This design comes from an exercise in tuning for small area, a short achievable clock period and few clock cycles on the open sky130 flow, not from production work.
At most, simulation tests tie the RTL to the original design; equivalence was not proved.
Power and IR drop assume default switching activity.

// snn_frame_controller
module snn_frame_controller #(
  parameter int unsigned IN_W    = 19,
  parameter int unsigned DEPTH   = snn_pkg::DefaultDepth,
  parameter int unsigned OUT_N   = snn_pkg::DefaultOutN,
  parameter int unsigned CNT_W   = 7,
  parameter int unsigned REPEAT  = 4,
  parameter int unsigned NET_LAT = 2
) (
  input  logic                       clk,
  input  logic                       rstn,
  input  logic                       in_valid_i,
  output logic                       in_ready_o,
  input  logic [IN_W-1:0]            in_data_i,
  input  logic                       in_last_i,
  input  logic                       abort_i,
  output logic                       net_valid_o,
  output logic [IN_W-1:0]            net_data_o,
  input  logic [OUT_N-1:0]           spike_i,
  output logic                       result_valid_o,
  input  logic                       result_ready_i,
  output logic [$clog2(OUT_N)-1:0]   result_idx_o,
  output logic [CNT_W-1:0]           result_cnt_o
);
  localparam int unsigned AddrW = $clog2(DEPTH);
  localparam int unsigned IdxW  = $clog2(OUT_N);
  localparam int unsigned PassW = (REPEAT > 2) ? $clog2(REPEAT - 1) : 1;
  localparam int unsigned RowW  = 3;
  localparam int unsigned SlotW = 5;
  localparam int unsigned BankW = AddrW - SlotW;
  localparam int unsigned NSlot = 1 << SlotW;
  localparam int unsigned NBank = 1 << BankW;
  localparam int unsigned NBufLo = 1 << RowW;
  localparam int unsigned NBufHi = DEPTH / NBufLo;
  localparam logic [AddrW-1:0] LastPtr  = AddrW'(DEPTH - 1);
  localparam logic [PassW-1:0] LastPass = PassW'(REPEAT - 2);
  typedef enum logic [1:0] {RdHold, RdNext, RdZero} rd_move_e;
  ...
For scale: ~5,900 cells after synthesis, roughly 68 I/O pins, roughly 100,000 µm² of cells after synthesis.
clock: 5.0 ns
lec_check: 0
cap_margin: 5
core_margin: 2
core_utilization: 40
cts_cluster_diameter: 100
cts_cluster_size: 30
setup_slack_margin: 2.65
slew_margin: 5
run.sh (not shown) runs the stock make flow with config.mk's settings and CLKGATE_MAP_FILE= SYNTH_SCRIPT=/design/flow/synth_recipe.tcl, a recipe that flattens the netlist after the stock synthesis.
Testbench counts at the start, summed over its fixed seeds: cycles 45,152.
Change:
Settings changed: CTS_CLUSTER_DIAMETER 100 to 90, CTS_CLUSTER_SIZE 30 to 25.
Effect: The changed run completed without violations; die area does not change; combinational power is about the same; setup slack loses 47 ps; power goes up by a few percent; register-to-register slack loses 50 ps; area after synthesis does not change.

---

snn_frame_controller, a different RTL version from the one above (not shown whole).
Size in the first run: about 2700 flip-flops.
Design snn_frame_controller, start of the top module:
module snn_frame_controller #(
  parameter int unsigned IN_W    = 19,
  parameter int unsigned DEPTH   = snn_pkg::DefaultDepth,
  parameter int unsigned OUT_N   = snn_pkg::DefaultOutN,
  parameter int unsigned CNT_W   = 7,
  parameter int unsigned REPEAT  = 4,
  parameter int unsigned NET_LAT = 2
) (
  input  logic                       clk,
  input  logic                       rstn,
  input  logic                       in_valid_i,
  output logic                       in_ready_o,
  input  logic [IN_W-1:0]            in_data_i,
  input  logic                       in_last_i,
  input  logic                       abort_i,
  output logic                       net_valid_o,
  output logic [IN_W-1:0]            net_data_o,
  input  logic [OUT_N-1:0]           spike_i,
  output logic                       result_valid_o,
  input  logic                       result_ready_i,
  output logic [$clog2(OUT_N)-1:0]   result_idx_o,
  output logic [CNT_W-1:0]           result_cnt_o
);
make LEC_CHECK=0 CAP_MARGIN=20 CORE_MARGIN=2 CORE_UTILIZATION=40 CTS_CLUSTER_DIAMETER=100 CTS_CLUSTER_SIZE=30 SETUP_SLACK_MARGIN=2.6 SLEW_MARGIN=20 finish   # period 5.0 ns
==> next run, changes <==
--- a/flow/config.mk
+++ b/flow/config.mk
@@ -11,4 +11,4 @@
 export CTS_CLUSTER_DIAMETER = 100
 export CTS_CLUSTER_SIZE = 30
-export SETUP_SLACK_MARGIN = 2.6
+export SETUP_SLACK_MARGIN = 2.8
 export SLEW_MARGIN = 20
After rerunning:
- The new run ran to the end with no violations
- clock skew falls by 12 ps
- maximum frequency rises by 0.30%
- non-clock buffer count rises by 58
- worst hold slack is worse by 7.6 ps
- total power rises by 1.5%
- sequential cell count is unchanged
- core utilization rises by 1.0 points
Function was not checked in any run of this note: the RTL went through the layout flow alone.

---

snn_frame_controller, a different RTL version from the one above (not shown whole).
Size in the first run: about 5,900 cells after synthesis, ~2,800 flip-flops, ~68 I/O pins.
## snn_frame_controller
module snn_frame_controller #(
  parameter int unsigned IN_W    = 19,
  parameter int unsigned DEPTH   = snn_pkg::DefaultDepth,
  parameter int unsigned OUT_N   = snn_pkg::DefaultOutN,
  parameter int unsigned CNT_W   = 7,
  parameter int unsigned REPEAT  = 4,
  parameter int unsigned NET_LAT = 2
) (
  input  logic                       clk,
  input  logic                       rstn,
  input  logic                       in_valid_i,
  output logic                       in_ready_o,
  input  logic [IN_W-1:0]            in_data_i,
  input  logic                       in_last_i,
  input  logic                       abort_i,
  output logic                       net_valid_o,
  output logic [IN_W-1:0]            net_data_o,
  input  logic [OUT_N-1:0]           spike_i,
  output logic                       result_valid_o,
  input  logic                       result_ready_i,
  output logic [$clog2(OUT_N)-1:0]   result_idx_o,
  output logic [CNT_W-1:0]           result_cnt_o
);
clock: 5.0 ns
lec_check: 0
cap_margin: 5
core_margin: 2
core_utilization: 50
cts_cluster_diameter: 100
cts_cluster_size: 30
setup_slack_margin: 2.6
slew_margin: 5
The baseline completed without violations.
Testbench counts at the start, summed over its fixed seeds: cycles 45,152.
Rerun with:
--- a/flow/config.mk
+++ b/flow/config.mk
@@ -8,5 +8,5 @@
 export CAP_MARGIN = 5
 export CORE_MARGIN = 2
-export CORE_UTILIZATION = 50
+export CORE_UTILIZATION = 40
 export CTS_CLUSTER_DIAMETER = 100
 export CTS_CLUSTER_SIZE = 30
The changed run completed with no timing, DRC or antenna violations.
Final cell count rises by 8.3%.
Combinational power rises by about 1%.
Routed wire length falls by 0.32%.
Clock power is about the same.
Sequential power stays flat.
Setup slack gains 0.028 ns.
Core utilization falls by 10 points.
Sequential share of layout area falls by 0.70 points.
Clock skew rises by 0.070 ns.
Design area rises by 0.94%.
Global-route usage falls by 6.9 points.

---

snn_frame_controller, a different RTL version from the one above (not shown whole).
Size: about 6,000 cells after synthesis, ~68 I/O pins.
Settings: LEC_CHECK=0, CAP_MARGIN=5, CORE_MARGIN=2, CORE_UTILIZATION=40, CTS_CLUSTER_DIAMETER=100, CTS_CLUSTER_SIZE=30, SETUP_SLACK_MARGIN=2.5, SLEW_MARGIN=5; clock period 5.0 ns.
==> next run, changes <==
- SETUP_SLACK_MARGIN: 2.5 -> 2.6
Result: The changed run ran to the end with no violations. Final cell count fell by 0.40%. Worst setup slack improved by 0.074 ns. Final area is about the same. Sequential cell count does not change. Non-clock buffer count shrinks by 26. Synthesized cell count is unchanged. Global-route usage came out lower by 0.15 points. First-iteration DRC count goes up by 0.66%.
Function was not checked in any run of this note: the RTL went through the layout flow alone.

---

## old
Another version of the RTL of snn_frame_controller (not shown whole).
Size in the first run: roughly 6000 cells after synthesis.
Settings: LEC_CHECK=0, CAP_MARGIN=5, CORE_MARGIN=2, CORE_UTILIZATION=40, CTS_CLUSTER_DIAMETER=100, CTS_CLUSTER_SIZE=30, SETUP_SLACK_MARGIN=2.6, SLEW_MARGIN=5; clock period 5.0 ns.
old: done, clean on timing, DRC and antenna
Modified inputs, new compared to old
Settings: PLACE_DENSITY: unset -> 0.65.
## What came out
Per the comparison of new with old, via count of the first global-routing pass moved down, cell count moved up, worst setup slack level.
As far as port buffer count goes, new and old are indistinguishable; the numbers are identical.
Number of vias after detailed routing, old and new: lower on old
Changes observed in new relative to old: final layout net count now larger; number of cells on the critical path dropped 4; power consumption dropped 400 uW; count of fill cells added during filler insertion -1.1%.
No run of this note included a check of the RTL's function; only the layout flow was run.

---

## before
snn_frame_controller, a different RTL version from the one above (not shown whole).
Size: roughly 6000 cells after synthesis, roughly 2700 flip-flops, roughly 100000 um^2 of cells after synthesis.
==> flow/config.mk <==
export PLATFORM = sky130hd
export DESIGN_NAME = snn_frame_controller
export DESIGN_NICKNAME = snn_frame_controller
export VERILOG_FILES = /design/flow/design.v
export SDC_FILE = /design/flow/constraint.sdc
export NUM_CORES = 4
export LEC_CHECK = 0
export CAP_MARGIN = 20
export CORE_MARGIN = 2
export CORE_UTILIZATION = 40
export CTS_CLUSTER_DIAMETER = 100
export CTS_CLUSTER_SIZE = 30
export SETUP_SLACK_MARGIN = 2.6
export SLEW_MARGIN = 20
==> flow/constraint.sdc <==
create_clock -name core_clock -period 5.0 [get_ports {clk}]
set_input_delay 1.0000 -clock core_clock [delete_from_list [all_inputs] [get_ports {clk}]]
set_output_delay 1.0000 -clock core_clock [all_outputs]
set_load 0.01 [all_outputs]
Testbench counts of before, summed over its fixed seeds: cycles 45,144.
Changes in after relative to before:
- CAP_MARGIN now 5, was 20
- SLEW_MARGIN now 5, was 20
Findings:
after ran to completion and came out clean on the timing, DRC and antenna checks. Between after and before, the number of nets at the end of the flow does not differ in any meaningful way. [compare] base=before new=after: wire length neither gained nor lost much, wire length per cell after detailed routing ~0 delta, worst supply voltage drop on vdd increased about 5%. Of after and before, it is after that has the higher non-clock buffer count. Any difference in net switching power between after and before is small enough to ignore. Between before and after, the difference in mean number of vias per cell is negligible.

==> port drivers added, routing unchanged <==
The results above use ideal ports. As a check the final layouts listed here were re-extracted and re-timed, cells and wires unchanged.
Step 1, drivers: a clkbuf_16 drives clk and a buf_2 each remaining input, both assumed.
Step 2 adds t to the input delays and takes it off the output delays; t is the mean of the earliest and latest rising clock arrival at the registers after step 1. Input paths then give back, and output paths get back, about the clock's delay inside the block.
a / b / c = ideal ports / drivers / drivers and shift; a / b = the first two.
run | t, ns | setup slack, ns | worst setup path at the end | pins driven straight from the clock port
the first run of note 1 | 0.928 | 2.582 / 2.545 / 1.835 | input to register | 1
the second run of note 1 | 0.927 | 2.536 / 2.536 / 1.807 | input to register | 1
the first run of note 2 | 0.883 | 2.543 / 2.451 / 1.850 | input to register | 1
the second run of note 2 | 0.893 | 2.551 / 2.480 / 1.733 | input to register | 1
the first run of note 3 | 0.895 | 2.528 / 2.473 / 1.799 | input to register | 1
the second run of note 3 | 0.921 | 2.557 / 2.455 / 1.760 | input to register | 1
the first run of note 4 | 0.888 | 2.442 / 2.442 / 1.804 | input to register | 1
the second run of note 4 | 0.891 | 2.516 / 2.532 / 1.697 | input to register | 1
old | 0.889 | 2.521 / 2.547 / 1.683 | input to register | 1
new | 0.876 | 2.522 / 2.480 / 1.732 | input to register | 1
before | 0.908 | 2.516 / 2.418 / 1.761 | input to register | 1
after | 0.904 | 2.531 / 2.431 / 1.858 | input to register | 1
After both steps setup and hold are still met in every run listed. The setup slack of old, which loses most, moves by +0.026 ns with the drivers and by -0.838 ns with both steps.
